Context: an optimization exercise on an open-source flow, tuned for small area, a short achievable clock period and few clock cycles per item. The choices shown serve that exercise and are no tape-out recipe.
Function was checked by simulation only, so behaviour that the tests miss may differ from the original.
Power figures rest on the tool's default switching activity, not on a simulated workload.

==> design/flow/design.v <==
package pheapPkg;
    typedef struct packed {
        logic [16-1:0] key;     
        logic [16-1:0] value;
    } kvT;
    typedef enum logic [1:0] {
        IDLE,
        ENQ,
        DEQ,
        REPLACE
    } heapOpT;
    typedef struct packed {
        kvT                       kv;
        logic                     active;     
        logic [5-1:0] capacity;   
    } entryT;
    typedef struct packed {
        entryT left;
        entryT right;
    } entryPairT;
    typedef struct packed {
        logic                     valid;
        heapOpT                   op;
        kvT                       kv;
        logic [5-1:0] pos;    
    } levelCmdT;
    localparam int STAT_CNTW = 27;
    typedef struct packed {
        logic [STAT_CNTW-1:0] count;
        logic                 underflow;
        logic                 overflow;
        logic                 busy;
        logic                 full;
        logic                 empty;      
    } pqStatusT;
endpackage
`timescale 1ns/100ps
module readAdr
(
    input  logic [2:0] adr,
    output logic [2:0] adrN
);
    assign adrN = ~adr;
endmodule
module readDec
(
    input  logic [2:0] adr,
    input  logic [2:0] adrN,    
    output logic       isHeadN,
    output logic       isStatusN
);
    assign isHeadN   = !(adrN[2] && adr[1] && adr[0]);      
    assign isStatusN = !(adr[2] && adrN[1] && adrN[0]);     
endmodule
module readBitH
(
    input  logic isHeadN,
    input  logic hdN,           
    output logic q
);
    assign q = !(isHeadN || hdN);
endmodule
module readBitHS
(
    input  logic isHeadN,
    input  logic isStatusN,
    input  logic hdN,           
    input  logic stN,           
    output logic q
);
    assign q = !((isHeadN || hdN) && (isStatusN || stN));
endmodule
module keyMaj
(
    input  logic a,
    input  logic b,
    input  logic c,
    output logic y
);
    assign y = (a & b) | (a & c) | (b & c);
endmodule
module keyCmp4
(
    input  logic [3:0] a,
    input  logic [3:0] nb,      
    output logic       g,
    output logic       t
);
    logic [3:0] c;
    assign c[0] = a[0] & nb[0];
    for (genvar i = 1; i < 4; i++) begin : genCarry
        keyMaj uMaj (.a(a[i]), .b(nb[i]), .c(c[i-1]), .y(c[i]));
    end
    assign g = c[3];
    assign t = (a[3] | nb[3]) & (a[2] | nb[2]) & (a[1] | nb[1]) & (a[0] | nb[0]);
endmodule
module keyCmp4Low
(
    input  logic [3:0] a,
    input  logic [3:0] nb,      
    output logic       g
);
    logic [3:0] c;
    assign c[0] = a[0] & nb[0];
    for (genvar i = 1; i < 4; i++) begin : genCarry
        keyMaj uMaj (.a(a[i]), .b(nb[i]), .c(c[i-1]), .y(c[i]));
    end
    assign g = c[3];
endmodule
module keyCmpSmall
(
    input  logic [16-1:0] a,
    input  logic [16-1:0] nb,     
    output logic                   gt
);
    localparam int NG = 16 / 4;
    logic [NG-1:0] g;
    logic [NG-1:0] t;
    keyCmp4Low uLow (.a(a[3:0]), .nb(nb[3:0]), .g(g[0]));
    assign t[0] = 1'b0;                      
    for (genvar k = 1; k < NG; k++) begin : genGroup
        keyCmp4 uGrp (.a(a[4*k +: 4]), .nb(nb[4*k +: 4]), .g(g[k]), .t(t[k]));
    end
    always_comb begin
        gt = g[0];
        for (int k = 1; k < NG; k++) begin
            gt = g[k] | (t[k] & gt);
        end
    end
endmodule
`timescale 1ns/100ps
module pheapTop
(
    input  logic        clk,
    input  logic        rstN,
    input  logic        cyc,
    input  logic        stb,
    input  logic        we,
    input  logic [2:0]  adr,
    input  logic [31:0] datW,
    output logic        ack,
    output logic [31:0] datR
);
    localparam int N  = (1 << 5) - 1;    
    localparam int KW = 16;
    localparam int W  = 16 + 16;
    localparam int CW = 5;
    localparam int NA = N - 1;                       
    logic [NA-1:0][W-1:0] ent;        
    logic [NA-1:0]        vld;        
    logic                 pPush;      
    logic                 pPop;
    logic                 pRep;
    logic [W-1:0]         pKv;
    logic [CW-1:0]        count;      
    logic [W-1:0]         head;       
    logic                 overflow;
    logic                 underflow;
    logic [NA:0]          gt;         
    logic [NA-1:0][W-1:0] nxt;
    logic [NA-1:0]        takeL;
    logic [NA-1:0]        takeR;
    logic [NA-1:0]        takeN;
    logic [KW-1:0] pKeyN;
    assign pKeyN = ~pKv[W-1 -: KW];
    for (genvar i = 0; i < NA; i++) begin : genCmp
        logic g;
        keyCmpSmall uCmp (.a(ent[i][W-1 -: KW]), .nb(pKeyN), .gt(g));
        assign gt[i] = !vld[i] || g;
    end
    assign gt[NA] = 1'b1;
    for (genvar i = 0; i < NA; i++) begin : genSlot
        logic [W-1:0] fromL;
        logic [W-1:0] fromR;
        logic         gtL;
        logic         gtHere;
        if (i == 0) begin : genFirst
            assign fromL  = pKv;
            assign gtL    = 1'b0;
            assign gtHere = 1'b0;               
        end else begin : genNext
            assign fromL  = ent[i-1];
            assign gtL    = gt[i-1];
            assign gtHere = gt[i];
        end
        if (i == NA - 1) begin : genLast
            assign fromR = ent[i];
        end else begin : genPrev
            assign fromR = ent[i+1];
        end
        assign takeL[i] = pPush && gt[i] && gtL;
        assign takeN[i] = (pPush && gt[i] && !gtL) || (pRep && gt[i+1] && !gtHere);
        assign takeR[i] = pPop || (pRep && !gt[i+1]);
        assign nxt[i] = ({W{takeN[i]}} & pKv) |
                        ({W{takeL[i]}} & fromL) |
                        ({W{takeR[i]}} & fromR) |
                        ({W{!(takeN[i] || takeL[i] || takeR[i])}} & ent[i]);
    end
    always_ff @(posedge clk) begin
        ent <= nxt;
        if (!rstN) begin
            vld <= '0;
        end else if (pPush) begin
            vld <= {vld[NA-2:0], 1'b1};
        end else if (pPop) begin
            vld <= {1'b0, vld[NA-1:1]};
        end
    end
    logic acc;
    logic empty;
    logic full;
    logic one;
    logic isPush;
    logic isPop;
    logic isRep;
    logic statusRd;
    logic gtHead;         
    logic gtSecond;       
    logic gtE0;
    logic gtE1;
    logic gtP;
    logic aPush;          
    logic aPop;
    logic aRep;
    assign acc      = cyc && stb;
    assign ack      = acc;
    assign empty    = (count == '0);
    assign one      = (count == CW'(1));
    assign full     = (count == CW'(N));
    assign isPush   = acc && we && (adr == 3'd0);
    assign isPop    = acc && we && (adr == 3'd1);
    assign isRep    = acc && we && (adr == 3'd2);
    assign statusRd = acc && !we && (adr == 3'd4);
    logic [KW-1:0] dKeyN;
    assign dKeyN = ~datW[W-1 -: KW];
    keyCmpSmall uCmpHead (.a(head[W-1 -: KW]),   .nb(dKeyN), .gt(gtHead));
    keyCmpSmall uCmpE0   (.a(ent[0][W-1 -: KW]), .nb(dKeyN), .gt(gtE0));
    keyCmpSmall uCmpE1   (.a(ent[1][W-1 -: KW]), .nb(dKeyN), .gt(gtE1));
    keyCmpSmall uCmpP    (.a(pKv[W-1 -: KW]),    .nb(dKeyN), .gt(gtP));
    assign gtSecond = (takeN[0] && gtP) || (takeR[0] && gtE1) ||
                      (!(takeN[0] || takeR[0]) && gtE0);
    assign aPush = isPush && !full && !empty;
    assign aPop  = isPop && !empty && !one;
    assign aRep  = isRep && !empty && !one && !gtSecond;
    always_ff @(posedge clk) begin
        pKv <= (isPush && gtHead) ? head : datW;
        if (!rstN) begin
            pPush     <= 1'b0;
            pPop      <= 1'b0;
            pRep      <= 1'b0;
            count     <= '0;
            overflow  <= 1'b0;
            underflow <= 1'b0;
        end else begin
            pPush     <= aPush;
            pPop      <= aPop;
            pRep      <= aRep;
            if ((isPush && !full) || (isRep && empty)) begin
                count <= count + 1'b1;
            end else if (isPop && !empty) begin
                count <= count - 1'b1;
            end
            overflow  <= (overflow && !statusRd) || (isPush && full);
            underflow <= (underflow && !statusRd) || (isPop && empty);
        end
    end
    logic hdTakeD;        
    logic hdTakeN;        
    assign hdTakeD = (isPush && !full && (empty || gtHead)) ||
                     (isRep && (empty || one || gtSecond));
    assign hdTakeN = (isPop && !empty) || (isRep && !empty && !one && !gtSecond);
    always_ff @(posedge clk) begin
        head <= ({W{hdTakeD}} & datW) |
                ({W{hdTakeN}} & nxt[0]) |
                ({W{!(hdTakeD || hdTakeN)}} & head);
    end
    pheapPkg::pqStatusT status;
    always_comb begin
        status           = '0;
        status.count     = pheapPkg::STAT_CNTW'(count);
        status.underflow = underflow;
        status.overflow  = overflow;
        status.full      = full;
        status.empty     = empty;
    end
    logic [W-1:0] headN;
    logic [W-1:0] statusN;
    assign headN   = ~head;
    assign statusN = ~status;
    logic [2:0] adrN;
    readAdr uAdr (.adr, .adrN);
    for (genvar g = 0; g < W / 8; g++) begin : genRead
        logic isHeadN;
        logic isStatusN;
        readDec uDec (.adr, .adrN, .isHeadN, .isStatusN);
        for (genvar j = 0; j < 8; j++) begin : genBit
            localparam int B = 8 * g + j;
            if (B < 5 + CW && B != 2) begin : genHS
                readBitHS uBit (.isHeadN, .isStatusN, .hdN(headN[B]), .stN(statusN[B]), .q(datR[B]));
            end else begin : genH    
                readBitH uBit (.isHeadN, .hdN(headN[B]), .q(datR[B]));
            end
        end
    end
endmodule
==> design/flow/flow/run.sh <==
#!/bin/bash
# The standard layout, with one change: right after global placement the
# port buffers that buffer_ports inserted (delay cells) become plain buffers,
# so that the paths from the inputs and to the outputs can be timed down.
set -euo pipefail
W=$(pwd)
bash standard.sh POST_GLOBAL_PLACE_TCL="$W/flow/fixports.tcl" finish > "$W/standard.log" 2>&1
==> design/flow/flow/fixports.tcl <==
# The port buffers that buffer_ports inserted are delay cells; make them plain buffers.
set n 0
set block [ord::get_db_block]
foreach bterm [$block getBTerms] {
  if {[$bterm getName] == "clk"} { continue }
  set net [$bterm getNet]
  if {$net == "NULL"} { continue }
  foreach iterm [$net getITerms] {
    set inst [$iterm getInst]
    set master [[$inst getMaster] getName]
    if {[string match "sky130_fd_sc_hd__clkdlybuf*" $master] || [string match "sky130_fd_sc_hd__dlygate*" $master]} {
      replace_cell [get_cells [$inst getName]] sky130_fd_sc_hd__buf_4
      incr n
    }
  }
}
puts "fixports: replaced $n port buffers"
==> design/flow/standard.sh <==
#!/bin/bash
# synth_recipe.tcl (not shown) runs the flow's synth.tcl, then flattens the netlist and writes it again
# the make line also repeats each setting of config.mk as NAME=value (left out here)
make -C /OpenROAD-flow-scripts/flow DESIGN_CONFIG=/design/flow/config.mk WORK_HOME=/design/flow/orfs CLKGATE_MAP_FILE= SYNTH_SCRIPT=/design/flow/synth_recipe.tcl "${@:-finish}"
==> design/flow/config.mk <==
export PLATFORM = sky130hd
export DESIGN_NAME = pheapTop
export DESIGN_NICKNAME = pheapTop
export VERILOG_FILES = /design/flow/design.v
export SDC_FILE = /design/flow/constraint.sdc
export NUM_CORES = 4
export LEC_CHECK = 0
export CAP_MARGIN = 20
export CORE_MARGIN = 2
export CORE_UTILIZATION = 38
export CTS_BUF_LIST = sky130_fd_sc_hd__clkbuf_16
export CTS_CLUSTER_DIAMETER = 70
export CTS_CLUSTER_SIZE = 24
export PLACE_DENSITY = 0.55
export SETUP_SLACK_MARGIN = 4.3
export SLEW_MARGIN = 20
export SYNTH_HIERARCHICAL = 1
export TNS_END_PERCENT = 0
==> design/flow/constraint.sdc <==
create_clock -name core_clock -period 8.0 [get_ports {clk}]
set_input_delay 1.6000 -clock core_clock [delete_from_list [all_inputs] [get_ports {clk}]]
set_output_delay 1.6000 -clock core_clock [all_outputs]
set_load 0.01 [all_outputs]
==> results of run 1 <==
[critical path, delay by kind of cell, from the launching register on]
kind	cells	cell delay, ns
flops	1	0.42
compound gates	3	0.63
fa+ha+maj	3	1.02
buf+inv	3	0.56
simple gates	4	1.06
[repair_timing]
action / in CTS / in global routing
cloned: 14 / 9
buffers inserted: 51 / 16
pin swaps: 31 / 24
resized for setup: 159 / 62
setup endpoints to repair: 1029 / 1045
[path summary, 6_finish.rpt]
path | from | end | slack (ns) | depth (start not counted)
worst min register to register | ent[98]$_DFF_P_ | ent[98]$_DFF_P_ | 0.47 | 2
worst min-delay path | ent[98]$_DFF_P_ | ent[98]$_DFF_P_ | 0.47 | 2
worst max register to register | pKv[25]$_DFF_P_ | ent[919]$_DFF_P_ | 4.01 | 13
worst max-delay path | pKv[25]$_DFF_P_ | ent[919]$_DFF_P_ | 4.01 | 13
[flip-flops by register name, indices dropped and copies added (netlist names), 5 cells and up]
| signal | flops |
|---|---|
| head | 32 |
| ent | 960 |
| count | 5 |
| vld | 30 |
| pKv | 32 |
[placed cells by master (no fill, tap or decap), types with 17 or more instances in the layout]
| cell | n |
|---|---|
| nor2_2 | 17 |
| inv_1 | 143 |
| nor2_4 | 33 |
| and2_1 | 34 |
| a21o_1 | 17 |
| o22ai_1 | 208 |
| mux2_2 | 28 |
| o221ai_1 | 32 |
| a222oi_1 | 960 |
| buf_4 | 221 |
| o21ai_1 | 32 |
| a21oi_1 | 104 |
| o21ai_0 | 35 |
| maj3_2 | 408 |
| a211oi_4 | 20 |
| and2_2 | 102 |
| nor2_1 | 141 |
| dfxtp_2 | 29 |
| nand2_1 | 1958 |
| buf_6 | 21 |
| nand2b_1 | 20 |
| dfxtp_1 | 1029 |
| buf_12 | 20 |
| clkbuf_16 | 93 |
[metrics by stage]
step | total power, W | instance area, um2 | worst slack, ns | util, % | std cells
2_1_floorplan | 0.005858 | 51540 | 3.883 | - | 6051
3_3_place_gp | 0.006092 | 54100 | 2.321 | 40.08 | 7519
3_5_place_dp | 0.006089 | 53920 | 2.764 | 39.95 | 7519
4_1_cts | 0.01091 | 58370 | 4.045 | 43.25 | 7751
5_1_grt | 0.01120 | 58890 | 3.964 | 43.63 | 7776
6_report | 0.01088 | 58890 | 4.007 | 43.63 | 7777
[cell type report]
type	instances	area, um2	share of cell area [%]
Antenna cell	1	2.502	0.004249
Clock buffer	90	2252	3.824
Clock inverter	77	897.1	1.523
Inverter	160	628.1	1.067
Multi-Input combinational cell	4333	29040	49.32
Sequential cell	1064	21360	36.27
Tap cell	1781	2228	3.784
Timing Repair Buffer	271	2479	4.209
[power by group]
part | internal, W | leakage (nW) | switching, W
registers | 0.00537 | 8.60 | 0.000121
logic | 0.000183 | 14.9 | 0.000353
clock network | 0.00233 | 1.55 | 0.00252
total | 0.00788 | 25.1 | 0.00300
[per-layer routing]
| layer | share of wire, % | vias to the layer above |
|---|---|---|
| li1 | - | 22840 |
| met1 | 41 | 24810 |
| met2 | 45 | 2759 |
| met3 | 10 | 344 |
| met4 | 3.7 | 0 |
| met5 | 0 | - |
==> qor.yml, run 1 <==
floorplanning:
  die_area_um2: 138600
  die_x_um: 372.2
  core_um2: 135000
  io_pins: 73
  die_h_um: 372.2
  initial_core_util_pct: 38.18
  fp-row-count: 135
clocking:
  clk_pin_slew_ns: 0.08
  insertion_delay_ns: 0.75
  clock_sink_count: 1064
  clock_tree.buffer_depth: 3
  cts_made_buffers: 89
  h-tree-depth: 3
  ctsHoldBuffers: 0
  root_buffer: "clkbuf_16"
  cts_tree: "done"
global_route:
  grt_pass1_vias: 46910
  grt_use_total_pct: 28.36
  busiest_layer: "met2"
  antenna_found_initial: 1
  grt_util_met2_pct: 45.12
  grt_max_degree: 61
  grt_use_met3_pct: 4.929
  grt_pass1_wl_um: 309600
  grt.overflow.total: 0
  use_met1_pct: 37.97
sta:
  fin_crit_ns: 3.993
  fmax_ghz: 0.2504
  final.setup.tns_ns: 0
  rsz0062_at_grt: "true"
  drv_slew: 0
  min_period_over_period_pct: 49.91
  whs_ns: 0.4674
  relSlewSlack_pct: 23.70
  finalSetupViolCount: 0
  finalHoldViolCount: 0
  tightest_slew_ns: 1.144
  skew_ns: 0.04943
yosys:
  netlist_area_um2: 51530
  syn_inst: 6051
  syn-num-nets: 6096
  ys_warn_count: 8
  avgSynthCellArea_um2: 8.515
critical_path:
  worst-path-max-fanout: 46
  max_stage_delay_ns: 0.49
  worstPathArrival_ns: 4.61
  crit_path_frequent_cell: "maj3_2"
  crit_chain: "buf_12, inv_4, buf_6, maj3_2, maj3_2, maj3_2, a21oi_1, o21ai_1, nand2b_4, nand2_1, nor2_4, a222oi_1, nand2_1"
  crit_path_top_delay_cell: "nand2_1"
  crit_type: "register to register"
  required_ns: 8.62
  cp-end-kind: "register"
  startpoint_type: "register"
routing:
  dr.first_iter.drc_count: 10740
  firstDrtPassIters: 14
  wl_um: 207100
  wl_per_cell_um: 26.63
  drtAntennaViolNets: 0
  route.detailed.drc: 0
  vias: 50750
  vias_per_cell: 6.526
power:
  ir_drop_v: 0.0001586
  p_per_area_nw_per_um2: 184.7
  power_leakage_nw: 25.08
flow_run:
  maxCapViolations: 0
status:
  status: "timing/DRC/antenna clean"
cells_and_area:
  drive_above_1_share_pct: 20.20
  fin_nets: 5964
  syn_to_final_growth_pct: 14.29
  fillers: 13070
place:
  portBuffers: 72
  dp_hpwl_um: 128400
hold_path:
  hold_class: "register to register"
Testbench counts, summed over its fixed seeds: cycles 12,000, items 12,000.
==> run 2, diff against run 1 <==
--- a/design/flow/design.v
+++ b/design/flow/design.v
@@ -46,11 +46,9 @@
 (
     input  logic [2:0] adr,
     input  logic [2:0] adrN,    
-    output logic       isHeadN,
-    output logic       isStatusN
+    output logic       isHeadN
 );
-    assign isHeadN   = !(adrN[2] && adr[1] && adr[0]);      
-    assign isStatusN = !(adr[2] && adrN[1] && adrN[0]);     
+    assign isHeadN = !(adrN[2] && adr[1] && adr[0]);        
 endmodule
 module readBitH
 (
@@ -62,13 +60,16 @@
 endmodule
 module readBitHS
 (
-    input  logic isHeadN,
-    input  logic isStatusN,
-    input  logic hdN,           
-    input  logic stN,           
-    output logic q
+    input  logic [2:0] adr,
+    input  logic       hd,
+    input  logic       stN,           
+    output logic       q
 );
-    assign q = !((isHeadN || hdN) && (isStatusN || stN));
+    logic forHead;
+    logic forStatus;
+    assign forHead   = adr[1] && adr[0] && hd;
+    assign forStatus = !(adr[1] || adr[0] || stN);
+    assign q         = adr[2] ? forStatus : forHead;
 endmodule
 module keyMaj
 (
@@ -291,12 +292,11 @@
     readAdr uAdr (.adr, .adrN);
     for (genvar g = 0; g < W / 8; g++) begin : genRead
         logic isHeadN;
-        logic isStatusN;
-        readDec uDec (.adr, .adrN, .isHeadN, .isStatusN);
+        readDec uDec (.adr, .adrN, .isHeadN);
         for (genvar j = 0; j < 8; j++) begin : genBit
             localparam int B = 8 * g + j;
             if (B < 5 + CW && B != 2) begin : genHS
-                readBitHS uBit (.isHeadN, .isStatusN, .hdN(headN[B]), .stN(statusN[B]), .q(datR[B]));
+                readBitHS uBit (.adr, .hd(head[B]), .stN(statusN[B]), .q(datR[B]));
             end else begin : genH    
                 readBitH uBit (.isHeadN, .hdN(headN[B]), .q(datR[B]));
             end
==> design/flow/flow/run.sh (replaced) <==
#!/bin/bash
# The standard layout, with two changes:
# - before the pins are placed, the bus control, address and read data pins
#   are kept together on one edge (flow/pins.tcl);
# - right after global placement the port buffers that buffer_ports inserted
#   (delay cells) become plain buffers (flow/fixports.tcl),
# so that the paths from the inputs to the outputs can be timed down.
set -euo pipefail
W=$(pwd)
bash standard.sh PRE_IO_PLACEMENT_TCL="$W/flow/pins.tcl" POST_GLOBAL_PLACE_TCL="$W/flow/fixports.tcl" finish > "$W/standard.log" 2>&1
==> design/flow/flow/pins.tcl (new file) <==
# Keep the bus control, address and read data pins together on one edge,
# so the address decode and the read data gates sit next to all of them.
set names {cyc stb we ack}
for {set i 0} {$i < 3} {incr i} { lappend names "adr\[$i\]" }
for {set i 0} {$i < 32} {incr i} { lappend names "datR\[$i\]" }
set die [[ord::get_db_block] getDieArea]
set ymid [expr {([$die yMin] + [$die yMax]) / 2000.0}]
set lo [expr {int($ymid - 40)}]
set hi [expr {int($ymid + 40)}]
set_io_pin_constraint -pin_names $names -region right:$lo-$hi
puts "pins: [llength $names] read pins on the right edge, $lo-$hi um"
==> run 2 against run 1 <==
Against the previous run:
- still clean
- cell area increased by 0.24%
- critical endpoint is now ent[797]$_DFF_P_
- utilization about the same
- sequential share of layout area decreased by 0.087 points
- count of clock-buffer cells in the layout decreased by 10
- non-clock buffer count decreased by 7
==> qor.yml, run 2 <==
hold_path:
  hold_class: "register to register"
  hold_depth: 2
  hp-start: "ent[910]$_DFF_P_"
sta:
  finalSetupViolCount: 0
  skew_ns: 0.06531
  fin_crit_ns: 3.961
  tightest_slew_ns: 1.211
  final.setup.tns_ns: 0
  setup_ws_ns: 4.039
  drv_slew: 0
  rsz0062_at_grt: "true"
  finalHoldViolCount: 0
  relSlewSlack_pct: 19.29
  fmax_ghz: 0.2525
  min_period_over_period_pct: 49.51
clocking:
  cts_tree: "done"
  clk_pin_slew_ns: 0.09
  clock_sink_count: 1064
  h-tree-depth: 3
  ctsHoldBuffers: 0
  insertion_delay_ns: 0.75
  clock_tree.buffer_depth: 3
  cts_made_buffers: 80
  root_buffer: "clkbuf_16"
critical_path:
  timing.rr.start: "pKv[18]$_DFF_P_"
  cp-endpoint: "ent[797]$_DFF_P_"
  path_buf_inv: 3
  crit_type: "register to register"
  crit_path_top_delay_cell: "nor2_4"
  crit_path_frequent_cell: "maj3_2"
  critPathTopFamily: "simple AND/OR/NAND/NOR gates"
  worstPathArrival_ns: 4.64
  reg2reg_depth: 12
  crit_start: "pKv[18]$_DFF_P_"
  required_ns: 8.68
  max_stage_delay_ns: 0.73
  worst-path-max-fanout: 32
  r2r_slack_ns: 4.04
  startpoint_type: "register"
  r2r-end: "ent[797]$_DFF_P_"
  cp-end-kind: "register"
  crit_chain: "buf_8, inv_2, buf_4, maj3_2, maj3_2, a21oi_2, o21ai_1, nand2b_4, nand2_2, nor2_4, a222oi_1, nand2_1"
  worst-path-stages: 12
place:
  dp_hpwl_um: 134100
  portBuffers: 72
  dp_slack_ns: 2.992
  dpl_cell_area_um2: 54260
power:
  power_leakage_nw: 25.02
  power.net_switching_w: 0.002955
  comb_power_share_pct: 5.4
  ir_drop_v: 0.0001525
  p_per_area_nw_per_um2: 179.2
  p_int_w: 0.007620
  switching_share_pct: 27.94
  clockPowerShare_pct: 42.7
  power_frac_seq_pct: 51.9
cells_and_area:
  top_regs: "ent: 960 flops, head: 32 flops, pKv: 32 flops"
  largest-register: "ent"
  fin_nets: 5948
  fin_area_um2: 59030
  mostFrequentLayoutCells: "nand2_1 (1948), dfxtp_1 (1028), a222oi_1 (960)"
  n_antenna_cell: 0
  syn_to_final_growth_pct: 14.03
  final_common_cell: "nand2_1"
  drive_above_1_share_pct: 20.73
  largest_reg_flops: 960
status:
  status: "timing/DRC/antenna clean"
yosys:
  netlist_area_um2: 51760
  ys_warn_count: 8
  syn_inst: 6040
  avgSynthCellArea_um2: 8.570
  syn-num-nets: 6085
routing:
  wl_um: 217700
  vias_per_cell: 6.661
  wl_per_cell_um: 28.10
  dr.first_iter.drc_count: 10490
  firstDrtPassIters: 12
  drtAntennaViolNets: 0
  route.detailed.drc: 0
  vias: 51600
global_route:
  grt_pass1_wl_um: 322100
  grt_use_total_pct: 29.32
  grt_max_degree: 61
  antenna_found_initial: 3
  grt_pass1_vias: 47540
  grt.overflow.total: 0
flow_run:
  maxCapViolations: 0
floorplanning:
  io_pins: 73
  die_h_um: 373.1
  fp-row-count: 135
  die_area_um2: 139200
  core_um2: 135300
  die_x_um: 373.1
  initial_core_util_pct: 38.26
## run 2: worst min path at each step
stage | to | slack [ns]
2_1_floorplan | head[10]$_DFF_P_ | 0.43
3_3_place_gp | head[10]$_DFF_P_ | 0.44
3_5_place_dp | head[10]$_DFF_P_ | 0.45
4_1_cts | ent[896]$_DFF_P_ | 0.47
5_1_grt | ent[746]$_DFF_P_ | 0.48
6_report | ent[910]$_DFF_P_ | 0.47
## run 2: area by class of cell
| class | count | area [um2] |
|---|---|---|
| Fill cell | 13050 | 76270 |
| Sequential cell | 1064 | 21360 |
| Clock inverter | 65 | 862.1 |
| Tap cell | 1781 | 2228 |
| Timing Repair Buffer | 264 | 2502 |
| Multi-Input combinational cell | 4344 | 29460 |
| Clock buffer | 80 | 2002 |
| Inverter | 149 | 619.3 |
## run 2: power groups by stage
stage                     clock, W  sequential, W  combinational [W]
after floorplan                  0        0.00553           0.000323
after global placement           0        0.00561           0.000513
after detailed placement         0        0.00561           0.000510
after CTS                  0.00456        0.00549           0.000548
after global routing       0.00476        0.00550           0.000597
final                      0.00451        0.00549           0.000570
## run 2: timing repair
| item | 4_1_cts | 5_1_grt |
|---|---|---|
| buffers inserted | 44 | 15 |
| cloned | 23 | 8 |
| pin swaps | 36 | 23 |
| gates resized for setup | 179 | 56 |
| endpoints found under the setup margin | 1043 | 1049 |
## run 2: through the flow
step | hold WS [ns] | instances | util (%) | power [W]
2_1_floorplan | 0.4326 | 6040 | - | 0.005849
3_3_place_gp | 0.4441 | 7511 | 40.22 | 0.006122
3_5_place_dp | 0.4472 | 7512 | 40.11 | 0.006120
4_1_cts | 0.4655 | 7724 | 43.28 | 0.01060
5_1_grt | 0.4799 | 7747 | 43.63 | 0.01086
6_report | 0.4661 | 7747 | 43.63 | 0.01058
## run 2: tightest hold or removal path: cells and delay by family (launching register included)
family           cells  cell delay [ns]
DFF                  1             0.34
and+or+nand+nor      2             0.10
## run 2: per-layer routing
metal  track usage, %  part of all wire, %  wire length, um
met5                0                    0                0
met4            12.65                  4.2             9076
met3            5.336                   10            21760
met2            46.98                   46            99380
met1            38.50                   40            87460
Testbench counts of run 2, summed over its fixed seeds: cycles 12,000, items 12,000.
==> run 3, diff against run 2 <==
--- a/design/flow/config.mk
+++ b/design/flow/config.mk
@@ -9,7 +9,7 @@
 export CORE_MARGIN = 2
 export CORE_UTILIZATION = 38
 export CTS_BUF_LIST = sky130_fd_sc_hd__clkbuf_16
-export CTS_CLUSTER_DIAMETER = 70
+export CTS_CLUSTER_DIAMETER = 80
 export CTS_CLUSTER_SIZE = 24
 export PLACE_DENSITY = 0.55
 export SETUP_SLACK_MARGIN = 4.3
==> run 3 against run 2 <==
Against the previous run:
- sequential share of layout area grew 0.62 points
- area after synthesis is the same
- wire length shrank 1.0%
- clock skew grew 0.0089 ns
- utilization shrank 0.73 points
==> qor.yml, run 3 <==
clocking:
  root_buffer: "clkbuf_16"
  insertion_delay_ns: 0.76
  h-tree-depth: 2
  cts_made_buffers: 59
  cts_tree: "done"
  clock_tree.buffer_depth: 3
  clk_pin_slew_ns: 0.10
  clock_sink_count: 1064
routing:
  wl_um: 215500
  firstDrtPassIters: 13
  vias_per_cell: 6.638
  drtAntennaViolNets: 0
  dr.first_iter.drc_count: 10640
  vias: 51060
  route.detailed.drc: 0
  wl_per_cell_um: 28.02
sta:
  final.setup.tns_ns: 0
  fmax_ghz: 0.2524
  finalHoldViolCount: 0
  finalSetupViolCount: 0
  rsz0062_at_grt: "true"
  setup_ws_ns: 4.038
  tightest_slew_ns: 1.206
  fin_crit_ns: 3.962
  skew_ns: 0.07425
  whs_ns: 0.4693
  min_period_over_period_pct: 49.52
  drv_slew: 0
  relSlewSlack_pct: 19.63
critical_path:
  startpoint_type: "input pin"
  worst-path-max-fanout: 7
  required_ns: 8.59
  cp-end-kind: "register"
  worstPathArrival_ns: 4.55
  crit_type: "input pin to register"
power:
  ir_drop_v: 0.0001863
  power_leakage_nw: 24.59
  p_per_area_nw_per_um2: 167.4
cells_and_area:
  mostFrequentLayoutCells: "nand2_1 (1949), dfxtp_1 (1027), a222oi_1 (960)"
  fin_area_um2: 58050
  n_antenna_cell: 0
  fin_nets: 5922
  instances_no_fill: 7692
  drive_above_1_share_pct: 20.05
  syn_to_final_growth_pct: 12.13
  fillers: 13180
  top_regs: "ent: 960 flops, head: 32 flops, pKv: 32 flops"
  final_common_cell: "nand2_1"
  largest-register: "ent"
  largest_reg_flops: 960
yosys:
  avgSynthCellArea_um2: 8.570
  syn_inst: 6040
  netlist_area_um2: 51760
  syn-num-nets: 6085
  ys_warn_count: 8
global_route:
  grt_pass1_wl_um: 318000
  grt.overflow.total: 0
  grt_use_total_pct: 28.79
  antenna_found_initial: 2
  grt_pass1_vias: 47090
  grt_max_degree: 61
status:
  status: "timing/DRC/antenna clean"
floorplanning:
  die_h_um: 373.1
  fp-row-count: 135
  io_pins: 73
  core_um2: 135300
  initial_core_util_pct: 38.26
  die_area_um2: 139200
  die_x_um: 373.1
place:
  dp_hpwl_um: 134100
  dpl_cell_area_um2: 54260
  portBuffers: 72
  placed_cells: 7512
  dp_slack_ns: 2.992
hold_path:
  hold_class: "register to register"
flow_run:
  maxCapViolations: 0
[run 3: critical path, cell delays in order]
cell	delay, ns
buf_4	0.10
clkinvlp_4	0.14
and2_2	0.21
maj3_2	0.32
maj3_2	0.33
maj3_2	0.32
a21oi_2	0.15
o21ai_4	0.10
a32oi_2	0.25
buf_4	0.16
a41oi_4	0.15
nor2_4	0.36
clkbuf_16	0.24
o221ai_2	0.09
[run 3: metrics by stage]
| stage | power, W | utilization, % |
|---|---|---|
| 2_1_floorplan | 0.005849 | - |
| 3_3_place_gp | 0.006122 | 40.22 |
| 3_5_place_dp | 0.006120 | 40.11 |
| 4_1_cts | 0.009731 | 42.51 |
| 5_1_grt | 0.009976 | 42.90 |
| 6_report | 0.009717 | 42.90 |
[run 3: cell type report]
| class | count | area [um2] | area share (%) |
|---|---|---|---|
| clock buffers | 60 | 1501 | 2.587 |
| clock inverters | 35 | 456.7 | 0.7868 |
| inverters | 149 | 619.3 | 1.067 |
| multi-input cells | 4340 | 29420 | 50.69 |
| flip-flops and latches | 1064 | 21360 | 36.80 |
| well taps | 1781 | 2228 | 3.839 |
| repair buffers | 263 | 2456 | 4.231 |
[run 3: worst paths after layout]
kind,startpoint,to,slack [ns],cells past startpoint
hold reg to reg,ent[897]$_DFF_P_,ent[897]$_DFF_P_,0.47,2
setup reg to reg,pKv[23]$_DFF_P_,head[0]$_DFF_P_,4.11,12
hold / removal,ent[897]$_DFF_P_,ent[897]$_DFF_P_,0.47,2
setup / recovery,datW[28],head[23]$_DFF_P_,4.04,14
[run 3: repair_timing]
item	CTS	global route
pin swaps	31	27
setup buffers	40	15
endpoints found under the setup margin	1043	1052
resized for setup	172	66
gates cloned	19	11
endpoints found under the hold margin	0	0
hold buffers	0	0
[run 3: report_power, final]
part / internal (W) / switching, W / total, W
registers: 0.00536 / 0.000133 / 0.00549
clock network: 0.00158 / 0.00206 / 0.00365
logic: 0.000194 / 0.000383 / 0.000576
total: 0.00714 / 0.00258 / 0.00972
[run 3: metal layers]
layer	wire length [um]	global-route usage, %	share of wire, %
met4	8314	10.97	3.9
met3	21800	5.364	10
met1	86970	38.10	40
met2	98420	46.35	46
met5	0	0	0
==> run 4, diff against run 3 <==
--- a/design/flow/design.v
+++ b/design/flow/design.v
@@ -58,6 +58,31 @@
 );
     assign q = !(isHeadN || hdN);
 endmodule
+module readPartH
+(
+    input  logic [1:0] adr,
+    input  logic       hd,
+    output logic       q
+);
+    assign q = adr[1] && adr[0] && hd;
+endmodule
+module readPartS
+(
+    input  logic [1:0] adr,
+    input  logic       stN,           
+    output logic       q
+);
+    assign q = !(adr[1] || adr[0] || stN);
+endmodule
+module readPick
+(
+    input  logic sel,
+    input  logic a,               
+    input  logic b,               
+    output logic q
+);
+    assign q = sel ? b : a;
+endmodule
 module readBitHS
 (
     input  logic [2:0] adr,
@@ -67,9 +92,29 @@
 );
     logic forHead;
     logic forStatus;
-    assign forHead   = adr[1] && adr[0] && hd;
-    assign forStatus = !(adr[1] || adr[0] || stN);
-    assign q         = adr[2] ? forStatus : forHead;
+    readPartH uH (.adr(adr[1:0]), .hd, .q(forHead));
+    readPartS uS (.adr(adr[1:0]), .stN, .q(forStatus));
+    readPick  uP (.sel(adr[2]), .a(forHead), .b(forStatus), .q);
+endmodule
+module keyCmp
+(
+    input  logic [16-1:0] a,
+    input  logic [16-1:0] b,
+    output logic                   gt
+);
+    always_comb begin : cmpTree
+        logic [16-1:0] g;
+        logic [16-1:0] t;
+        g = a & ~b;
+        t = a | ~b;
+        for (int w = 1; w < 16; w = w * 2) begin
+            for (int j = 0; j + w < 16; j += 2 * w) begin
+                g[j] = g[j + w] | (t[j + w] & g[j]);
+                t[j] = t[j + w] & t[j];
+            end
+        end
+        gt = g[0];
+    end
 endmodule
 module keyMaj
 (
@@ -162,8 +207,7 @@
     logic [NA-1:0]        takeL;
     logic [NA-1:0]        takeR;
     logic [NA-1:0]        takeN;
-    logic [KW-1:0] pKeyN;
-    assign pKeyN = ~pKv[W-1 -: KW];
+    logic [KW-1:0] pKeyN;             
     for (genvar i = 0; i < NA; i++) begin : genCmp
         logic g;
         keyCmpSmall uCmp (.a(ent[i][W-1 -: KW]), .nb(pKeyN), .gt(g));
@@ -232,19 +276,18 @@
     assign isPop    = acc && we && (adr == 3'd1);
     assign isRep    = acc && we && (adr == 3'd2);
     assign statusRd = acc && !we && (adr == 3'd4);
-    logic [KW-1:0] dKeyN;
-    assign dKeyN = ~datW[W-1 -: KW];
-    keyCmpSmall uCmpHead (.a(head[W-1 -: KW]),   .nb(dKeyN), .gt(gtHead));
-    keyCmpSmall uCmpE0   (.a(ent[0][W-1 -: KW]), .nb(dKeyN), .gt(gtE0));
-    keyCmpSmall uCmpE1   (.a(ent[1][W-1 -: KW]), .nb(dKeyN), .gt(gtE1));
-    keyCmpSmall uCmpP    (.a(pKv[W-1 -: KW]),    .nb(dKeyN), .gt(gtP));
+    keyCmp uCmpHead (.a(head[W-1 -: KW]),   .b(datW[W-1 -: KW]), .gt(gtHead));
+    keyCmp uCmpE0   (.a(ent[0][W-1 -: KW]), .b(datW[W-1 -: KW]), .gt(gtE0));
+    keyCmp uCmpE1   (.a(ent[1][W-1 -: KW]), .b(datW[W-1 -: KW]), .gt(gtE1));
+    keyCmp uCmpP    (.a(pKv[W-1 -: KW]),    .b(datW[W-1 -: KW]), .gt(gtP));
     assign gtSecond = (takeN[0] && gtP) || (takeR[0] && gtE1) ||
                       (!(takeN[0] || takeR[0]) && gtE0);
     assign aPush = isPush && !full && !empty;
     assign aPop  = isPop && !empty && !one;
     assign aRep  = isRep && !empty && !one && !gtSecond;
     always_ff @(posedge clk) begin
-        pKv <= (isPush && gtHead) ? head : datW;
+        pKv   <= (isPush && gtHead) ? head : datW;
+        pKeyN <= ~((isPush && gtHead) ? head[W-1 -: KW] : datW[W-1 -: KW]);
         if (!rstN) begin
             pPush     <= 1'b0;
             pPop      <= 1'b0;
==> run 4 against run 3 <==
Against the previous run:
- worst hold slack worse by 0.0034 ns
- synthesized cell count rose by 1.3%
- power is 1.2% higher
- combinational power up 12%
- flip-flop and latch count up 16
- count of clock-buffer cells in the layout stayed put
- utilization shrank 0.55 points
- fmax up 2.5%
- non-clock buffer count is 8 higher
- final cell count increased by 1.1%
- cell area up 0.57%
- sequential share of layout area rose by 0.36 points
- critical path type is now input pin to output port
- largest power group unchanged
==> qor.yml, run 4 <==
critical_path:
  worst-path-max-fanout: 7
  reg2reg_depth: 14
  r2r_slack_ns: 4.19
  crit_start: "adr[1]"
  critPathTopFamily: "multiplexers"
  crit_chain: "buf_16, and3_4, mux2_4, buf_6"
  crit_path_top_delay_cell: "mux2_4"
  worst-path-stages: 4
  crit_type: "input pin to output port"
  r2r-end: "ent[580]$_DFF_P_"
  startpoint_type: "input pin"
  cp-end-kind: "output port"
  worstPathArrival_ns: 2.26
  required_ns: 6.40
  path_buf_inv: 2
  timing.rr.start: "pKeyN[12]$_DFF_P_"
  max_stage_delay_ns: 0.27
floorplanning:
  io_pins: 73
  die_x_um: 377.3
  core_um2: 137800
  initial_core_util_pct: 38.43
  fp-row-count: 136
  die_area_um2: 142400
  die_h_um: 377.3
sta:
  fmax_ghz: 0.2588
  final.setup.tns_ns: 0
  skew_ns: 0.05851
  rsz0062_at_grt: "true"
  min_period_over_period_pct: 48.31
  finalHoldViolCount: 0
  tightest_slew_ns: 1.187
  setup_ws_ns: 4.136
  drv_slew: 0
  fin_crit_ns: 3.864
  finalSetupViolCount: 0
  whs_ns: 0.4659
  relSlewSlack_pct: 20.87
cells_and_area:
  final_common_cell: "nand2_1"
  fillers: 13520
  instances_no_fill: 7776
  syn_to_final_growth_pct: 10.22
  multiInputGateArea_um2: 29410
  largest-register: "ent"
  largest_reg_flops: 960
  mostFrequentLayoutCells: "nand2_1 (1941), dfxtp_1 (1032), a222oi_1 (964)"
  top_regs: "ent: 960 flops, head: 32 flops, pKv: 32 flops"
  drive_above_1_share_pct: 19.25
  fin_nets: 5993
  seqCellArea_um2: 21690
global_route:
  antenna_found_initial: 3
  grt_pass1_wl_um: 316200
  grt.overflow.total: 0
  grt_max_degree: 61
  grt_use_total_pct: 28.38
  grt_pass1_vias: 47070
clocking:
  insertion_delay_ns: 0.74
  cts_tree: "done"
  root_buffer: "clkbuf_16"
  ctsHoldBuffers: 0
  clock_sink_count: 1080
  clock_tree.buffer_depth: 3
  h-tree-depth: 2
  cts_made_buffers: 59
  clk_pin_slew_ns: 0.10
yosys:
  syn-num-nets: 6162
  netlist_area_um2: 52960
  syn_inst: 6117
  ys_warn_count: 9
  avgSynthCellArea_um2: 8.658
place:
  portBuffers: 72
  dp_slack_ns: 3.411
  placed_cells: 7615
  dp_hpwl_um: 137100
status:
  status: "timing/DRC/antenna clean"
flow_run:
  maxCapViolations: 0
power:
  p_per_area_nw_per_um2: 168.4
  power_w: 0.009830
  ir_drop_v: 0.0001742
  power_leakage_nw: 24.82
routing:
  wl_per_cell_um: 27.51
  dr.first_iter.drc_count: 9275
  vias_per_cell: 6.566
  wl_um: 213900
  drtAntennaViolNets: 0
  route.detailed.drc: 0
  vias: 51060
  firstDrtPassIters: 15
hold_path:
  hp-start: "ent[424]$_DFF_P_"
  hold_depth: 2
  min_to: "ent[424]$_DFF_P_"
  hold_class: "register to register"
==> run 4: worst max path at each step <==
stage,to
after floorplan,datR[16]
after global placement,datR[21]
after detailed placement,head[0]$_DFF_P_
after CTS,datR[4]
after global routing,ent[453]$_DFF_P_
final,datR[5]
==> run 4: what timing repair did <==
| action | CTS | global route |
|---|---|---|
| buffers inserted | 27 | 21 |
| gates cloned | 10 | 7 |
| pin swaps | 25 | 46 |
| setup endpoints to repair | 1020 | 1033 |
| gates resized for setup | 86 | 93 |
==> run 4: where the power goes <==
part           total, W  internal [W]  switching, W
clock network   0.00358       0.00151       0.00207
logic          0.000645      0.000214      0.000431
registers       0.00560       0.00546      0.000143
total           0.00983       0.00718       0.00264
==> run 4: layer usage <==
metal / GRT usage [%] / vias to the layer above / wire length, um
li1: - / 22940 / -
met1: 36.85 / 24940 / 86550
met2: 45.67 / 2690 / 96380
met3: 5.003 / 500 / 20030
met4: 13.20 / 0 / 10940
met5: 0 / - / 0
==> run 4: final cells by class <==
class	instances	share of cell area [%]
multi-input combinational	4347	50.38
sequential	1080	37.16
timing repair buffer	271	4.120
tap	1794	3.845
clock buffer	60	2.572
inverter	189	1.247
clock inverter	33	0.6644
antenna	2	0.008573
==> run 4: worst register-to-register path: cells and delay by family (launching register included) <==
family          cells  cell delay (ns)
simple gates        4             0.74
compound gates      4             0.88
buf+inv             3             0.81
fa+ha+maj           3             0.93
flops               1             0.32
==> run 4: metrics by stage <==
step | utilization, % | cell area, um2
4_1_cts | 41.94 | 57800
6_report | 42.35 | 58380
3_5_place_dp | 40.04 | 55190
3_3_place_gp | 40.16 | 55350
5_1_grt | 42.35 | 58370
2_1_floorplan | - | 52960
Testbench counts of run 4, summed over its fixed seeds: cycles 12,000, items 12,000.
==> run 5, diff against run 4 <==
--- a/design/flow/config.mk
+++ b/design/flow/config.mk
@@ -7,11 +7,11 @@
 export LEC_CHECK = 0
 export CAP_MARGIN = 20
 export CORE_MARGIN = 2
-export CORE_UTILIZATION = 38
+export CORE_UTILIZATION = 48
 export CTS_BUF_LIST = sky130_fd_sc_hd__clkbuf_16
 export CTS_CLUSTER_DIAMETER = 80
 export CTS_CLUSTER_SIZE = 24
-export PLACE_DENSITY = 0.55
+export PLACE_DENSITY = 0.62
 export SETUP_SLACK_MARGIN = 4.3
 export SLEW_MARGIN = 20
 export SYNTH_HIERARCHICAL = 1
==> run 5 against run 4 <==
Against the previous run:
- setup slack worse by 0.0068 ns
- count of clock-buffer cells in the layout down 1
- power down 1.4%
- flip-flop and latch count unchanged
- sequential power up 1%
- highest routed layer unchanged
- global-route usage up 4.9 points
- combinational power down 17%
- largest cell class unchanged
==> qor.yml, run 5 <==
global_route:
  antenna_found_initial: 3
  grt_use_total_pct: 33.28
  grt.overflow.total: 0
  grt_max_degree: 61
  grt_pass1_vias: 46660
  grt_pass1_wl_um: 299800
flow_run:
  maxCapViolations: 0
cells_and_area:
  top_regs: "ent: 960 flops, head: 32 flops, pKv: 32 flops"
  syn_to_final_growth_pct: 8.195
  largest_reg_flops: 960
  n_antenna_cell: 0
  fin_nets: 5940
  largest-register: "ent"
  fin_util_pct: 52.50
  fin_area_um2: 57300
  final_common_cell: "nand2_1"
  fillers: 10050
  mostFrequentLayoutCells: "nand2_1 (1945), dfxtp_1 (1030), a222oi_1 (964)"
  drive_above_1_share_pct: 18.02
sta:
  finalHoldViolCount: 0
  drv_slew: 0
  finalSetupViolCount: 0
  final.setup.tns_ns: 0
  rsz0062_at_grt: "true"
  skew_ns: 0.05494
  relSlewSlack_pct: 22.02
  min_period_over_period_pct: 48.39
  tightest_slew_ns: 1.170
  fin_crit_ns: 3.871
  fmax_ghz: 0.2583
floorplanning:
  fp-row-count: 121
  initial_core_util_pct: 48.52
  die_x_um: 336.2
  die_area_um2: 113000
  core_um2: 109200
  die_h_um: 336.2
  io_pins: 73
critical_path:
  crit_type: "input pin to output port"
  worstPathArrival_ns: 2.27
  required_ns: 6.40
  worst-path-max-fanout: 7
  max_stage_delay_ns: 0.28
  path_buf_inv: 2
  critPathTopFamily: "multiplexers"
  cp-end-kind: "output port"
  crit_chain: "buf_16, and3_4, mux2_4, buf_6"
  crit_path_top_delay_cell: "mux2_4"
  startpoint_type: "input pin"
power:
  p_per_area_nw_per_um2: 169.1
  ir_drop_v: 0.0001912
  power_w: 0.009691
  power_leakage_nw: 24.51
yosys:
  netlist_area_um2: 52960
  avgSynthCellArea_um2: 8.658
  syn_inst: 6117
  ys_warn_count: 9
  syn-num-nets: 6162
clocking:
  insertion_delay_ns: 0.73
  clock_sink_count: 1080
  cts_made_buffers: 58
  cts_tree: "done"
  clock_tree.buffer_depth: 3
  ctsHoldBuffers: 0
  root_buffer: "clkbuf_16"
  clk_pin_slew_ns: 0.09
  h-tree-depth: 2
routing:
  route.detailed.drc: 0
  dr.first_iter.drc_count: 10620
  drtAntennaViolNets: 0
  vias: 50890
  vias_per_cell: 6.880
  firstDrtPassIters: 14
  wl_um: 197900
  wl_per_cell_um: 26.76
hold_path:
  hold_class: "register to register"
place:
  portBuffers: 72
  dpl_cell_area_um2: 54590
  dp_hpwl_um: 127900
status:
  status: "timing/DRC/antenna clean"
run 5: metrics by stage:
step | instances | setup WS (ns) | hold slack [ns]
5_1_grt | 7397 | 4.120 | 0.4854
2_1_floorplan | 6117 | 4.318 | 0.4342
3_3_place_gp | 7270 | 2.524 | 0.4440
4_1_cts | 7376 | 4.140 | 0.4673
6_report | 7397 | 4.129 | 0.4681
3_5_place_dp | 7273 | 3.330 | 0.4533
run 5: worst paths after layout:
kind              slack [ns]             start          endpoint  depth (start not counted)
setup reg to reg        4.18  pKeyN[4]$_DFF_P_  ent[125]$_DFF_P_                         11
hold / removal          0.47  ent[909]$_DFF_P_  ent[909]$_DFF_P_                          2
setup / recovery        4.13            adr[0]           datR[0]                          4
hold reg to reg         0.47  ent[909]$_DFF_P_  ent[909]$_DFF_P_                          2
run 5: cell type report:
type	count	area, um2	share of cell area [%]
well taps	1476	1847	3.223
flip-flops and latches	1080	21700	37.87
multi-input cells	4343	29260	51.06
clock inverters	27	327.8	0.5721
inverters	189	721.9	1.260
repair buffers	223	1972	3.441
clock buffers	59	1476	2.577
run 5: routing by layer:
| metal | vias up | GRT usage [%] | routed length, um |
|---|---|---|---|
| met4 | 0 | 12.80 | 7563 |
| met1 | 24740 | 46.38 | 81190 |
| met3 | 391 | 4.556 | 20550 |
| met5 | - | 0 | 0 |
| met2 | 2960 | 52.11 | 88640 |
| li1 | 22810 | - | - |
run 5: tightest hold or removal path: stages (launching register included):
cell     delay (ns)
dfxtp_1        0.33
nand2_1        0.06
nand2_1        0.04
run 5: timing repair:
action	in CTS	in global routing
gates resized for setup	68	61
pin swaps	15	24
endpoints found under the setup margin	960	1024
buffers inserted	9	17
cloned	8	4
run 5: where the power goes:
part | internal, W | switching [W] | total [W]
registers | 0.00546 | 0.000213 | 0.00567
logic | 0.000202 | 0.000331 | 0.000533
clock network | 0.00148 | 0.00201 | 0.00349
==> run 6, diff against run 5 <==
--- a/design/flow/design.v
+++ b/design/flow/design.v
@@ -62,39 +62,47 @@
 (
     input  logic [1:0] adr,
     input  logic       hd,
-    output logic       q
+    output logic       qN
 );
-    assign q = adr[1] && adr[0] && hd;
+    assign qN = !(adr[1] && adr[0] && hd);
 endmodule
-module readPartS
+module readLowZero
 (
     input  logic [1:0] adr,
-    input  logic       stN,           
-    output logic       q
+    output logic       zero
+);
+    assign zero = !(adr[1] || adr[0]);
+endmodule
+module readPartS
+(
+    input  logic zero,            
+    input  logic st,
+    output logic qN
 );
-    assign q = !(adr[1] || adr[0] || stN);
+    assign qN = !(zero && st);
 endmodule
 module readPick
 (
     input  logic sel,
-    input  logic a,               
-    input  logic b,               
+    input  logic aN,              
+    input  logic bN,              
     output logic q
 );
-    assign q = sel ? b : a;
+    assign q = !(sel ? bN : aN);
 endmodule
 module readBitHS
 (
     input  logic [2:0] adr,
+    input  logic       zero,          
     input  logic       hd,
-    input  logic       stN,           
+    input  logic       st,
     output logic       q
 );
-    logic forHead;
-    logic forStatus;
-    readPartH uH (.adr(adr[1:0]), .hd, .q(forHead));
-    readPartS uS (.adr(adr[1:0]), .stN, .q(forStatus));
-    readPick  uP (.sel(adr[2]), .a(forHead), .b(forStatus), .q);
+    logic forHeadN;
+    logic forStatusN;
+    readPartH uH (.adr(adr[1:0]), .hd, .qN(forHeadN));
+    readPartS uS (.zero, .st, .qN(forStatusN));
+    readPick  uP (.sel(adr[2]), .aN(forHeadN), .bN(forStatusN), .q);
 endmodule
 module keyCmp
 (
@@ -328,18 +336,18 @@
         status.empty     = empty;
     end
     logic [W-1:0] headN;
-    logic [W-1:0] statusN;
-    assign headN   = ~head;
-    assign statusN = ~status;
+    assign headN = ~head;
     logic [2:0] adrN;
     readAdr uAdr (.adr, .adrN);
     for (genvar g = 0; g < W / 8; g++) begin : genRead
         logic isHeadN;
-        readDec uDec (.adr, .adrN, .isHeadN);
+        logic zero;
+        readDec     uDec (.adr, .adrN, .isHeadN);
+        readLowZero uZero (.adr(adr[1:0]), .zero);
         for (genvar j = 0; j < 8; j++) begin : genBit
             localparam int B = 8 * g + j;
             if (B < 5 + CW && B != 2) begin : genHS
-                readBitHS uBit (.adr, .hd(head[B]), .stN(statusN[B]), .q(datR[B]));
+                readBitHS uBit (.adr, .zero, .hd(head[B]), .st(status[B]), .q(datR[B]));
             end else begin : genH    
                 readBitH uBit (.isHeadN, .hdN(headN[B]), .q(datR[B]));
             end
==> run 6 against run 5 <==
Against the previous run:
- combinational power increased by 8.3%
- synthesized cell count about the same
- critical path depth is 1 higher
- largest power group unchanged
- largest cell class unchanged
- critical path type unchanged
- area after synthesis fell by 1.1%
==> qor.yml, run 6 <==
status:
  status: "timing/DRC/antenna clean"
critical_path:
  worst-path-max-fanout: 12
  r2r_slack_ns: 4.11
  timing.rr.start: "pKeyN[4]$_DFF_P_"
  crit_start: "adr[2]"
  cp-end-kind: "output port"
  r2r-end: "ent[196]$_DFF_P_"
  required_ns: 6.40
  cp-endpoint: "datR[10]"
  startpoint_type: "input pin"
  reg2reg_depth: 11
  crit_type: "input pin to output port"
  worstPathArrival_ns: 2.32
power:
  power_w: 0.009527
  p_int_w: 0.007010
  power_frac_seq_pct: 58.6
  clockPowerShare_pct: 35.4
  switching_share_pct: 26.42
  comb_power_share_pct: 6.1
  ir_drop_v: 0.0001616
  p_per_area_nw_per_um2: 167.7
  power.net_switching_w: 0.002517
  power_leakage_nw: 24.33
global_route:
  antenna_found_initial: 6
  grt_pass1_vias: 45110
  grt_pass1_wl_um: 304600
  grt_use_total_pct: 34.91
  grt_max_degree: 64
  grt.overflow.total: 0
floorplanning:
  die_x_um: 334.3
  fp-row-count: 121
  initial_core_util_pct: 48.25
  die_area_um2: 111800
  io_pins: 73
  core_um2: 108600
  die_h_um: 334.3
sta:
  fmax_ghz: 0.2552
  skew_ns: 0.04962
  relSlewSlack_pct: 17.51
  final.setup.tns_ns: 0
  tightest_slew_ns: 1.237
  rsz0062_at_grt: "true"
  fin_crit_ns: 3.918
  finalSetupViolCount: 0
  drv_slew: 0
  finalHoldViolCount: 0
  min_period_over_period_pct: 48.97
yosys:
  ys_warn_count: 9
  netlist_area_um2: 52370
  syn-num-nets: 6158
  syn_inst: 6113
  avgSynthCellArea_um2: 8.567
routing:
  route.detailed.drc: 0
  dr.first_iter.drc_count: 11530
  wl_um: 203800
  vias: 51100
  drtAntennaViolNets: 0
  firstDrtPassIters: 17
  vias_per_cell: 6.950
  wl_per_cell_um: 27.71
flow_run:
  maxCapViolations: 0
clocking:
  insertion_delay_ns: 0.74
  clk_pin_slew_ns: 0.09
  root_buffer: "clkbuf_16"
  clock_tree.buffer_depth: 3
  ctsHoldBuffers: 0
  clock_sink_count: 1080
  cts_tree: "done"
  h-tree-depth: 2
  cts_made_buffers: 56
cells_and_area:
  mostFrequentLayoutCells: "nand2_1 (1952), dfxtp_1 (1045), a222oi_1 (964)"
  final_common_cell: "nand2_1"
  fin_nets: 5958
  drive_above_1_share_pct: 17.49
  syn_to_final_growth_pct: 8.500
  largest-register: "ent"
  largest_reg_flops: 960
  n_antenna_cell: 0
  top_regs: "ent: 960 flops, head: 32 flops, pKv: 32 flops"
hold_path:
  hold_class: "register to register"
place:
  dp_hpwl_um: 133800
  portBuffers: 72
run 6: layout make-up:
type,count,area (um2)
fillers,10070,51730
multi-input cells,4351,28980
clock inverters,28,297.8
repair buffers,250,2036
inverters,174,658.1
flip-flops and latches,1080,21680
well taps,1414,1769
clock buffers,56,1401
run 6: worst min path at each step:
stage                     cells past startpoint  slack (ns)              from               end
after CTS                                     2        0.47  ent[903]$_DFF_P_  ent[903]$_DFF_P_
after global routing                          2        0.48  ent[909]$_DFF_P_  ent[909]$_DFF_P_
final                                         2        0.47  ent[866]$_DFF_P_  ent[866]$_DFF_P_
after floorplan                               2        0.43  head[10]$_DFF_P_  head[10]$_DFF_P_
after detailed placement                      2        0.45  head[11]$_DFF_P_  head[11]$_DFF_P_
after global placement                        2        0.45  ent[263]$_DFF_P_  ent[263]$_DFF_P_
run 6: metal layers:
metal,routed length (um),global-route usage [%]
met1,83900,50.55
met2,83420,49.31
met3,25950,7.219
met4,10490,16.05
met5,0,0
run 6: critical path: stages:
cell	delay (ns)
buf_4	0.18
inv_4	0.11
nand3_2	0.15
nor2_1	0.14
buf_4	0.13
run 6: through the flow:
step	hold slack, ns	utilization (%)	instances	worst slack (ns)	area, um2
2_1_floorplan	0.4326	-	6113	4.281	52370
3_3_place_gp	0.4462	50.17	7217	2.707	54460
3_5_place_dp	0.4475	50.05	7220	3.431	54330
4_1_cts	0.4651	52.17	7347	4.091	56630
5_1_grt	0.4790	52.35	7353	4.026	56820
6_report	0.4660	52.35	7353	4.082	56820
run 6: power by group through the flow:
| stage | sequential, W | clock, W | combinational [W] |
|---|---|---|---|
| final | 0.00558 | 0.00337 | 0.000577 |
| after global routing | 0.00559 | 0.00358 | 0.000599 |
| after CTS | 0.00558 | 0.00340 | 0.000550 |
| after detailed placement | 0.00570 | 0 | 0.000531 |
| after global placement | 0.00570 | 0 | 0.000530 |
| after floorplan | 0.00564 | 0 | 0.000270 |
run 6: what timing repair did:
| item | in CTS | in global routing |
|---|---|---|
| setup buffers | 41 | 5 |
| resized for setup | 65 | 32 |
| pin swaps | 30 | 5 |
| cloned | 2 | 0 |
| endpoints found under the setup margin | 962 | 1022 |
Testbench counts of run 6, summed over its fixed seeds: cycles 12,000, items 12,000.

[static timing again, ports no longer ideal]
Ports are ideal in the flow. The routed layouts listed here were re-timed in OpenROAD. Step 1 sets driving cells, clkbuf_16 on the clock port and buf_2 on the other inputs (assumed; they add their load-dependent delay and slew). Step 2, shift: input delay + t, output delay - t, t = (earliest + latest rising clock arrival at the registers) / 2. This alone moves slack from input paths to output paths. Three values: ideal, step 1, step 2; two values: the first two.
| run | t, ns | setup WS [ns] | hold slack, ns | worst setup path after step 2 | worst data-port slew with drivers (ns) |
|---|---|---|---|---|---|
| run 1 | 0.802 | 4.007 / 3.980 / 3.361 | 0.467 / 0.467 / 0.467 | input to register | 0.06 |
| run 2 | 0.798 | 4.039 / 3.975 / 3.429 | 0.466 / 0.466 / 0.466 | input to register | 0.15 |
| run 3 | 0.799 | 4.038 / 3.975 / 3.284 | 0.469 / 0.469 / 0.469 | input to register | 0.15 |
| run 4 | 0.794 | 4.136 / 3.955 / 3.588 | 0.466 / 0.466 / 0.466 | input to register | 0.25 |
| run 5 | 0.775 | 4.129 / 3.942 / 3.620 | 0.468 / 0.468 / 0.468 | input to register | 0.25 |
| run 6 | 0.779 | 4.082 / 4.023 / 3.435 | 0.466 / 0.466 / 0.466 | input to register | 0.23 |
After both steps setup and hold are still met in every run listed. For run 3, which loses most, drivers alone change the setup slack by -0.063 ns; drivers and shift together by -0.754 ns.
